Source: an optimization exercise on an open RTL-to-GDS flow (aim: small area). Production flows keep margins and buffers that such runs may drop.
The RTL was checked by simulation tests, not by an equivalence proof against the original design.

File: design/flow/run.sh
#!/bin/bash
# synth_recipe.tcl (not shown) runs the flow's synth.tcl, then flattens the netlist and writes it again
# the make line also repeats each setting of config.mk as NAME=value (left out here)
make -C /OpenROAD-flow-scripts/flow DESIGN_CONFIG=/design/flow/config.mk WORK_HOME=/design/flow/orfs CLKGATE_MAP_FILE= SYNTH_SCRIPT=/design/flow/synth_recipe.tcl finish
File: design/flow/config.mk
export PLATFORM = sky130hd
export DESIGN_NAME = preamble_sync_top
export DESIGN_NICKNAME = preamble_sync_top
export VERILOG_FILES = /design/flow/design.v
export SDC_FILE = /design/flow/constraint.sdc
export NUM_CORES = 4
export LEC_CHECK = 0
export CAP_MARGIN = 20
export CORE_MARGIN = 2
export CORE_UTILIZATION = 40
export SLEW_MARGIN = 20
File: design/flow/constraint.sdc
create_clock -name core_clock -period 10.0 [get_ports {clk}]
set_input_delay 2.0000 -clock core_clock [delete_from_list [all_inputs] [get_ports {clk}]]
set_output_delay 2.0000 -clock core_clock [all_outputs]
set_load 0.01 [all_outputs]
File: design/flow/design.v
package modem_pkg;
    typedef struct packed {
        logic [4:0]  paddr;
        logic        psel;
        logic        penable;
        logic        pwrite;
        logic [31:0] pwdata;
    } apb_req_t;
    typedef struct packed {
        logic [31:0] prdata;
        logic        pready;
        logic        pslverr;
    } apb_rsp_t;
    typedef enum logic [4:0] {
        REG_CTRL       = 5'h00,
        REG_THRESHOLD  = 5'h04,
        REG_STATUS     = 5'h08,
        REG_MIN_SAD    = 5'h0C,
        REG_LOCK_INDEX = 5'h10
    } reg_addr_e;
    typedef struct packed {
        logic [29:0] reserved;
        logic        clear;
        logic        enable;
    } ctrl_word_t;
    typedef union packed {
        ctrl_word_t  ctrl;
        logic [31:0] threshold;
    } apb_wdata_u;
    typedef struct packed {
        logic [14-1:0] sum;
        logic                        valid;
    } sad_result_t;
endpackage
module preamble_modulator (
    input  logic                         clk,
    input  logic                         rst_n,
    input  logic                         ref_start,
    output logic [8-1:0] ref_sample,
    output logic                         ref_valid,
    output logic                         ref_done
);
    localparam int DATA_WIDTH = 8;
    localparam int WAVELENGTH = 4;
    localparam int PREAMBLE_LENGTH = 8;
    localparam logic [PREAMBLE_LENGTH-1:0] PREAMBLE = 8'b10110010;
    localparam logic [DATA_WIDTH-1:0] LEVEL_HIGH = DATA_WIDTH'(64 + 48);
    localparam logic [DATA_WIDTH-1:0] LEVEL_LOW = DATA_WIDTH'(64 - 48);
    logic                               active;
    logic [$clog2(PREAMBLE_LENGTH)-1:0] bit_cnt;
    logic [$clog2(WAVELENGTH)-1:0]      phase_cnt;
    logic                               last_phase;
    logic                               cur_bit;
    logic                               second_half;
    assign last_phase = (phase_cnt == WAVELENGTH - 1);
    assign cur_bit = PREAMBLE[PREAMBLE_LENGTH - 1 - bit_cnt];
    assign second_half = (phase_cnt >= WAVELENGTH / 2);
    assign ref_sample = (cur_bit ^ second_half) ? LEVEL_HIGH : LEVEL_LOW;
    assign ref_valid = active;
    assign ref_done = active && last_phase && (bit_cnt == PREAMBLE_LENGTH - 1);
    always_ff @(posedge clk or negedge rst_n) begin
        if (!rst_n) begin
            active <= 1'b0;
            bit_cnt <= '0;
            phase_cnt <= '0;
        end else if (ref_start) begin
            active <= 1'b1;
            bit_cnt <= '0;
            phase_cnt <= '0;
        end else if (active) begin
            if (last_phase) begin
                phase_cnt <= '0;
                bit_cnt <= bit_cnt + 1'b1;
            end else begin
                phase_cnt <= phase_cnt + 1'b1;
            end
            if (ref_done) begin
                active <= 1'b0;
                bit_cnt <= '0;
            end
        end
    end
endmodule
module sample_window (
    input  logic                                                   clk,
    input  logic                                                   rst_n,
    input  logic [8-1:0]                           sample,
    input  logic                                                   shift,
    input  logic [8-1:0]                           ref_sample,
    input  logic                                                   ref_valid,
    input  logic [$clog2(((4 * 8) / 4))-1:0]                     slice_index,
    output logic signed [4-1:0][8:0] rx_slice,
    output logic signed [4-1:0][8:0] ref_slice
);
    localparam int DATA_WIDTH = 8;
    localparam int CENTER_WIDTH = DATA_WIDTH + 1;
    localparam int SUM_COUNT = 4;
    localparam int SAMPLE_COUNT = (4 * 8);
    localparam logic [CENTER_WIDTH-1:0] OFFSET = CENTER_WIDTH'(64);
    logic [SAMPLE_COUNT-1:0][CENTER_WIDTH-1:0] rx_window;
    logic [SAMPLE_COUNT-1:0][CENTER_WIDTH-1:0] ref_window;
    logic [CENTER_WIDTH-1:0]                   rx_centered;
    logic [CENTER_WIDTH-1:0]                   ref_centered;
    assign rx_centered = {1'b0, sample} - OFFSET;
    assign ref_centered = {1'b0, ref_sample} - OFFSET;
    always_ff @(posedge clk or negedge rst_n) begin
        if (!rst_n) begin
            rx_window <= '0;
        end else if (shift) begin
            rx_window <= {rx_window[SAMPLE_COUNT-2:0], rx_centered};
        end
    end
    always_ff @(posedge clk or negedge rst_n) begin
        if (!rst_n) begin
            ref_window <= '0;
        end else if (ref_valid) begin
            ref_window <= {ref_window[SAMPLE_COUNT-2:0], ref_centered};
        end
    end
    assign rx_slice = rx_window[slice_index * SUM_COUNT +: SUM_COUNT];
    assign ref_slice = ref_window[slice_index * SUM_COUNT +: SUM_COUNT];
endmodule
module sad_accumulator (
    input  logic                                                   clk,
    input  logic                                                   rst_n,
    input  logic                                                   sad_start,
    input  logic signed [4-1:0][8:0] rx_slice,
    input  logic signed [4-1:0][8:0] ref_slice,
    output logic [$clog2(((4 * 8) / 4))-1:0]                     slice_index,
    output logic                                                   busy,
    output modem_pkg::sad_result_t                                 result
);
    localparam int CENTER_WIDTH = 8 + 1;
    localparam int SUM_COUNT = 4;
    localparam int SUM_TIME = ((4 * 8) / 4);
    localparam int SAD_WIDTH = 14;
    localparam int INDEX_WIDTH = $clog2(SUM_TIME);
    logic signed [CENTER_WIDTH:0] diff [SUM_COUNT];
    logic [CENTER_WIDTH-1:0]      abs_diff [SUM_COUNT];
    logic [SAD_WIDTH-1:0]         slice_sum;
    logic [SAD_WIDTH-1:0]         acc;
    logic [SAD_WIDTH-1:0]         result_sum;
    logic                         result_valid;
    logic                         last_slice;
    for (genvar j = 0; j < SUM_COUNT; j++) begin : g_diff
        assign diff[j] = $signed(rx_slice[j]) - $signed(ref_slice[j]);
        assign abs_diff[j] = diff[j][CENTER_WIDTH] ? CENTER_WIDTH'(-diff[j])
                                                   : CENTER_WIDTH'(diff[j]);
    end
    always_comb begin
        slice_sum = '0;
        for (int j = 0; j < SUM_COUNT; j++) begin
            slice_sum = slice_sum + SAD_WIDTH'(abs_diff[j]);
        end
    end
    assign last_slice = (slice_index == INDEX_WIDTH'(SUM_TIME - 1));
    always_ff @(posedge clk or negedge rst_n) begin
        if (!rst_n) begin
            busy <= 1'b0;
            slice_index <= '0;
            result_valid <= 1'b0;
        end else begin
            result_valid <= 1'b0;
            if (sad_start) begin
                busy <= 1'b1;
                slice_index <= INDEX_WIDTH'(1);
            end else if (busy) begin
                if (last_slice) begin
                    busy <= 1'b0;
                    slice_index <= '0;
                    result_valid <= 1'b1;
                end else begin
                    slice_index <= slice_index + 1'b1;
                end
            end
        end
    end
    always_ff @(posedge clk) begin
        if (sad_start) begin
            acc <= slice_sum;
        end else if (busy) begin
            acc <= acc + slice_sum;
            if (last_slice) begin
                result_sum <= acc + slice_sum;
            end
        end
    end
    assign result.sum = result_sum;
    assign result.valid = result_valid;
endmodule
import modem_pkg::*;
module sync_control (
    input  logic                   clk,
    input  logic                   rst_n,
    input  modem_pkg::apb_req_t    apb_req,
    output modem_pkg::apb_rsp_t    apb_rsp,
    input  logic                   sample_valid,
    input  logic                   ref_done,
    input  logic                   busy,
    input  modem_pkg::sad_result_t result,
    output logic                   ref_start,
    output logic                   shift,
    output logic                   sad_start,
    output logic                   lock
);
    localparam int SAD_WIDTH = 14;
    localparam int SAMPLE_COUNT = (4 * 8);
    localparam int COUNT_WIDTH = 16;
    localparam logic [31:0] THRESHOLD_RESET = 32'h200;
    logic [31:0]            wdata;
    logic                   access;
    logic                   write_ctrl;
    logic                   write_threshold;
    logic                   addr_ok;
    logic                   clear_evt;
    logic                   enable;
    logic                   enable_d;
    logic                   ref_ready;
    logic                   overrun;
    logic [31:0]            threshold;
    logic [SAD_WIDTH-1:0]   min_sad;
    logic [COUNT_WIDTH-1:0] sample_cnt;
    logic [COUNT_WIDTH-1:0] lock_index;
    logic                   corr_active;
    logic                   lock_hit;
    logic                   window_full;
    assign wdata = apb_req.pwdata;
    assign access = apb_req.psel && apb_req.penable;
    assign write_ctrl = access && apb_req.pwrite && (apb_req.paddr == REG_CTRL);
    assign write_threshold = access && apb_req.pwrite && (apb_req.paddr == REG_THRESHOLD);
    assign clear_evt = write_ctrl && (wdata[1] || !wdata[0]);
    assign ref_start = enable && !enable_d;
    assign corr_active = busy || sad_start;
    assign lock_hit = result.valid && (32'(result.sum) < threshold);
    assign window_full = (sample_cnt >= COUNT_WIDTH'(SAMPLE_COUNT - 1));
    assign shift = sample_valid && ref_ready && !lock && !lock_hit && !corr_active;
    always_ff @(posedge clk or negedge rst_n) begin
        if (!rst_n) begin
            enable <= 1'b0;
            enable_d <= 1'b0;
            ref_ready <= 1'b0;
            threshold <= THRESHOLD_RESET;
        end else begin
            enable_d <= enable;
            if (write_ctrl) begin
                enable <= wdata[0];
            end
            if (write_threshold) begin
                threshold <= wdata;
            end
            if (write_ctrl && !wdata[0]) begin
                ref_ready <= 1'b0;
            end else if (ref_done && enable) begin
                ref_ready <= 1'b1;
            end
        end
    end
    always_ff @(posedge clk or negedge rst_n) begin
        if (!rst_n) begin
            sad_start <= 1'b0;
            sample_cnt <= '0;
            lock <= 1'b0;
            lock_index <= '0;
            overrun <= 1'b0;
            min_sad <= '1;
        end else begin
            sad_start <= shift && window_full && !clear_evt;
            if (clear_evt) begin
                sample_cnt <= '0;
                lock <= 1'b0;
                overrun <= 1'b0;
                min_sad <= '1;
            end else begin
                if (shift && (sample_cnt != '1)) begin
                    sample_cnt <= sample_cnt + 1'b1;
                end
                if (sample_valid && ref_ready && !lock && corr_active) begin
                    overrun <= 1'b1;
                end
                if (result.valid && (result.sum < min_sad)) begin
                    min_sad <= result.sum;
                end
                if (lock_hit) begin
                    lock <= 1'b1;
                    lock_index <= sample_cnt;
                end
            end
        end
    end
    always_comb begin
        apb_rsp.prdata = '0;
        apb_rsp.pready = 1'b1;
        addr_ok = 1'b1;
        case (apb_req.paddr)
            REG_CTRL:       apb_rsp.prdata = {31'b0, enable};
            REG_THRESHOLD:  apb_rsp.prdata = threshold;
            REG_STATUS:     apb_rsp.prdata = {28'b0, corr_active, overrun, lock, ref_ready};
            REG_MIN_SAD:    apb_rsp.prdata = 32'(min_sad);
            REG_LOCK_INDEX: apb_rsp.prdata = 32'(lock_index);
            default:        addr_ok = 1'b0;
        endcase
        apb_rsp.pslverr = access && !addr_ok;
    end
endmodule
module preamble_sync (
    input  logic                         clk,
    input  logic                         rst_n,
    input  modem_pkg::apb_req_t          apb_req,
    output modem_pkg::apb_rsp_t          apb_rsp,
    input  logic [8-1:0] sample,
    input  logic                         sample_valid,
    output logic                         lock
);
    localparam int DATA_WIDTH = 8;
    localparam int SUM_COUNT = 4;
    localparam int INDEX_WIDTH = $clog2(((4 * 8) / 4));
    logic                                 ref_start;
    logic                                 ref_valid;
    logic                                 ref_done;
    logic [DATA_WIDTH-1:0]                ref_sample;
    logic                                 shift;
    logic                                 sad_start;
    logic                                 busy;
    logic [INDEX_WIDTH-1:0]               slice_index;
    logic [SUM_COUNT-1:0][DATA_WIDTH:0]   rx_slice;
    logic [SUM_COUNT-1:0][DATA_WIDTH:0]   ref_slice;
    modem_pkg::sad_result_t               result;
    sync_control u_sync_control (
        .clk          (clk),
        .rst_n        (rst_n),
        .apb_req      (apb_req),
        .apb_rsp      (apb_rsp),
        .sample_valid (sample_valid),
        .ref_done     (ref_done),
        .busy         (busy),
        .result       (result),
        .ref_start    (ref_start),
        .shift        (shift),
        .sad_start    (sad_start),
        .lock         (lock)
    );
    preamble_modulator u_preamble_modulator (
        .clk        (clk),
        .rst_n      (rst_n),
        .ref_start  (ref_start),
        .ref_sample (ref_sample),
        .ref_valid  (ref_valid),
        .ref_done   (ref_done)
    );
    sample_window u_sample_window (
        .clk         (clk),
        .rst_n       (rst_n),
        .sample      (sample),
        .shift       (shift),
        .ref_sample  (ref_sample),
        .ref_valid   (ref_valid),
        .slice_index (slice_index),
        .rx_slice    (rx_slice),
        .ref_slice   (ref_slice)
    );
    sad_accumulator u_sad_accumulator (
        .clk         (clk),
        .rst_n       (rst_n),
        .sad_start   (sad_start),
        .rx_slice    (rx_slice),
        .ref_slice   (ref_slice),
        .slice_index (slice_index),
        .busy        (busy),
        .result      (result)
    );
endmodule
module preamble_sync_top (
    input  logic                         clk,
    input  logic                         rst_n,
    input  logic [4:0]                   paddr,
    input  logic                         psel,
    input  logic                         penable,
    input  logic                         pwrite,
    input  logic [31:0]                  pwdata,
    output logic [31:0]                  prdata,
    output logic                         pready,
    output logic                         pslverr,
    input  logic [8-1:0] sample,
    input  logic                         sample_valid,
    output logic                         lock
);
    modem_pkg::apb_req_t apb_req;
    modem_pkg::apb_rsp_t apb_rsp;
    assign apb_req.paddr = paddr;
    assign apb_req.psel = psel;
    assign apb_req.penable = penable;
    assign apb_req.pwrite = pwrite;
    assign apb_req.pwdata = pwdata;
    assign prdata = apb_rsp.prdata;
    assign pready = apb_rsp.pready;
    assign pslverr = apb_rsp.pslverr;
    preamble_sync u_preamble_sync (
        .clk          (clk),
        .rst_n        (rst_n),
        .apb_req      (apb_req),
        .apb_rsp      (apb_rsp),
        .sample       (sample),
        .sample_valid (sample_valid),
        .lock         (lock)
    );
endmodule
==> results.sh <==
export IMPL_synth_area_leader_cell="dfrtp_1"
export IMPL_vias_per_cell=5.34
export IMPL_root_buffer="clkbuf_16"
export IMPL_diodes=0
export IMPL_drive_gt1_share_pct=33.2
export IMPL_nets=2121
export IMPL_seq_area_um2=12900
export IMPL_maxSlewViolCount=0
export IMPL_vias=15248
export IMPL_wl_met2_um=26200
export IMPL_core_um2=64200
export IMPL_place_gp_congestion=0.816
export IMPL_die_h_um=259
export IMPL_syn2layout_area_growth_pct=13.5
export IMPL_hp_class="reg -> reg"
export IMPL_tritoncts="built"
export IMPL_grt_overflow=0
export IMPL_cp_data_required_time_ps=10330
export IMPL_antenna_found_initial=0
export IMPL_ys_top_cells_by_area="dfrtp_1 45%, mux2_2 19%, mux4_2 7.8%"
export IMPL_dieArea_um2=66900
export IMPL_fin_worst_skew_ps=35.7
export IMPL_grt_max_degree=191
export IMPL_ctsHoldBuffers=0
export IMPL_cts_reportedPaths_clkPinSlew_ps=60
export IMPL_wl_met1_um=24600
export IMPL_synth_avg_cell_area_um2=13.6
export IMPL_initial_core_util_pct=40.4
export IMPL_dp_slack_ps=1960
export IMPL_finalCriticalPeriod_ps=7950
export IMPL_ys_ff_latch=507
export IMPL_synth_fp_nets=2064
export IMPL_antenna_left=0
export IMPL_finalHoldViolCount=0
export IMPL_rsz0062_at_grt="false"
export IMPL_status="complete, no violations"
export IMPL_seq_area_frac_synth_pct=49.6
export IMPL_first_iter_violations=848
export IMPL_synthCells=1906
export IMPL_layout_setup_ws_ps=2050
export IMPL_port_buffers=84
export IMPL_fp_row_count=93
export IMPL_async_flop_share_pct=94.5
export IMPL_groute_usage_overall_pct=16.2
export IMPL_clock_sinks=507
export IMPL_multi_input_area_um2=12200
export IMPL_setup_violations=0
export IMPL_tightest_slew_ps=1220
export IMPL_cts_buffer_depth=3
export IMPL_wl_per_cell_um=18.7
export IMPL_pin_count=86
export IMPL_synth_main_ff_cell="dfrtp_1"
export IMPL_worstSetupPathType="reg -> reg"
export IMPL_synth_area_um2=25900
export IMPL_fp_dieW_um=259
export IMPL_fin_cells=2858
export IMPL_cts_buffers=56
export IMPL_drc=0
export IMPL_max_stage_delay_ps=960
export IMPL_synthTopCellsByCount="464 x dfrtp_1, 430 x mux2_2, 105 x inv_1"
export IMPL_h_tree_depth=2
export IMPL_grt_pass1_wl_um=87800
export IMPL_post_cts_buffers=0
export IMPL_wl_um=53600
export IMPL_fmaxAchievable_mhz=126
export IMPL_slew_headroom_pct=18.9
export IMPL_place_hpwl_um=36300
export IMPL_routed_wl_met3_um=1670
export IMPL_slowest_stage="dfrtp_4"
export IMPL_dr_pass1_iters=5
export IMPL_synth_top_area_share_pct=44.8
export IMPL_n_fill_cell=5731
export IMPL_cp_end_kind="flip-flop"
export IMPL_cp_arrival_ps=8280
export IMPL_final_setup_tns_ps=0
export IMPL_synth_edf_count=28
export IMPL_grt_pass1_vias=16045
export IMPL_cts_resized=0
export IMPL_synth_cell_type_count=68
export IMPL_top_layer="met4"
export IMPL_dp_cells=2760
export IMPL_startpoint_type="flip-flop"
export IMPL_ys_warn_count=6
export IMPL_clock_latency_ps=620
export IMPL_fin_crit_sh_pct=79.5
export IMPL_drv_cap=0
export IMPL_critPathMaxFanout=41
export IMPL_yosys_cell_count_top_type="dfrtp_1"
[cell usage in the layout, fill, tap and decap left out, drive strengths merged, types with 13 or more instances in the layout]
master,count
inv,107
mux4,96
nand2,77
clkbuf,81
edfxtp,28
buf,16
dfrtp,464
xnor2,36
mux2,449
fa,19
nor3,17
nor2,53
ha,88
xor2,15
o21ai,44
a21oi,43
a222oi,14
nand3,16
clkdlybuf4s50,83
a21o,13
and2,20
mux2i,58
dfstp,15
o21a,16
[worst max-delay path: cells and delay by family, from the launching register on]
kind / cells / cell delay [ps]
AND/OR/NAND/NOR: 5 / 590
AO/OA/AOI/OAI: 8 / 1620
XOR/XNOR: 3 / 510
buffers and inverters: 4 / 740
adder cells (fa/ha/maj): 5 / 2070
multiplexers: 3 / 1160
flip-flops: 1 / 960
[state kept, by name, summed over array words and instances (netlist names), 2 cells and up]
signal	count
u_preamble_sync.u_preamble_modulator.bit_cnt	3
u_preamble_sync.u_sample_window.rx_window	288
u_preamble_sync.u_preamble_modulator.phase_cnt	2
u_preamble_sync.u_sample_window.ref_window	96
u_preamble_sync.u_sync_control.sample_cnt	16
u_preamble_sync.u_sync_control.min_sad	14
u_preamble_sync.u_sad_accumulator.result_sum	14
u_preamble_sync.u_sync_control.threshold	32
u_preamble_sync.u_sad_accumulator.acc	14
u_preamble_sync.u_sad_accumulator.slice_index	3
u_preamble_sync.u_sync_control.lock_index	16
[per-layer routing]
layer | vias up | global-route usage (%)
met5 | - | 0
met2 | 205 | 27.2
met3 | 84 | 2.59
met4 | 0 | 4.35
met1 | 7894 | 21.9
li1 | 7065 | -
[kinds of logic (layout without fill, tap and decap cells)]
group / after synthesis / after routing / share of synthesized area, %
AO/OA/AOI/OAI: 177 / 177 / 4.53
AND/OR/NAND/NOR: 255 / 255 / 4.89
XOR/XNOR: 51 / 51 / 1.72
buffers and inverters: 205 / 302 / 3.36
flip-flops: 507 / 507 / 49.6
adder cells (fa/ha/maj): 107 / 107 / 5.71
other: 1 / 1 / 0.0145
multiplexers: 603 / 603 / 30.2
[through the flow]
stage	util [%]	hold slack (ps)	instance area, um^2
after global routing	45.8	494	29400
after floorplan	-	399	25900
after CTS	45.8	476	29400
after detailed placement	42.9	464	27500
final	45.8	464	29400
after global placement	42.9	449	27500
[layout make-up]
type	instances	area share (%)
Sequential cell	507	43.7
Clock inverter	17	0.561
Clock buffer	81	5.78
Timing Repair Buffer	99	3.38
Multi-Input combinational cell	1194	41.6
Inverter	105	1.34
Tap cell	855	3.64
[worst paths after layout]
check / start / endpoint / slack, ps / cells past startpoint
max in group asynchronous: rst_n / u_preamble_sync.u_sample_window.rx_window[61] / 7150 / 2
min: u_preamble_sync.u_sync_control.enable / u_preamble_sync.u_sync_control.enable_d / 460 / 0
max: u_preamble_sync.u_sad_accumulator.slice_index[0] / u_preamble_sync.u_sad_accumulator.acc[13] / 2050 / 28
max reg2reg: u_preamble_sync.u_sad_accumulator.slice_index[0] / u_preamble_sync.u_sad_accumulator.acc[13] / 2050 / 28
min in group asynchronous: rst_n / u_preamble_sync.u_sync_control.threshold[21] / 1390 / 1
min reg2reg: u_preamble_sync.u_sync_control.enable / u_preamble_sync.u_sync_control.enable_d / 460 / 0

-- afterwards: timing with drivers on the ports --
No port has a modelled driver above. Below, the same layout with a new extraction and two added sets of constraints. Step 1 assumes that a clkbuf_16 drives the clock port and a buf_2 every other input. Step 2 adds t to the input delays and takes it off the output delays; t is the mean of the earliest and latest rising clock arrival at the registers after step 1. Input paths then give back, and output paths get back, about the clock's delay inside the block. a / b / c = ideal ports / drivers / drivers and shift; a / b = the first two.
t, ns: 0.661
setup WS [ns]: 2.055 / 2.055 / 2.055
cell pins on the clock port's net: 1
After both steps setup and hold are still met in this run. The setup slack of this run moves by 0.000 ns with the drivers and by 0.000 ns with both steps.
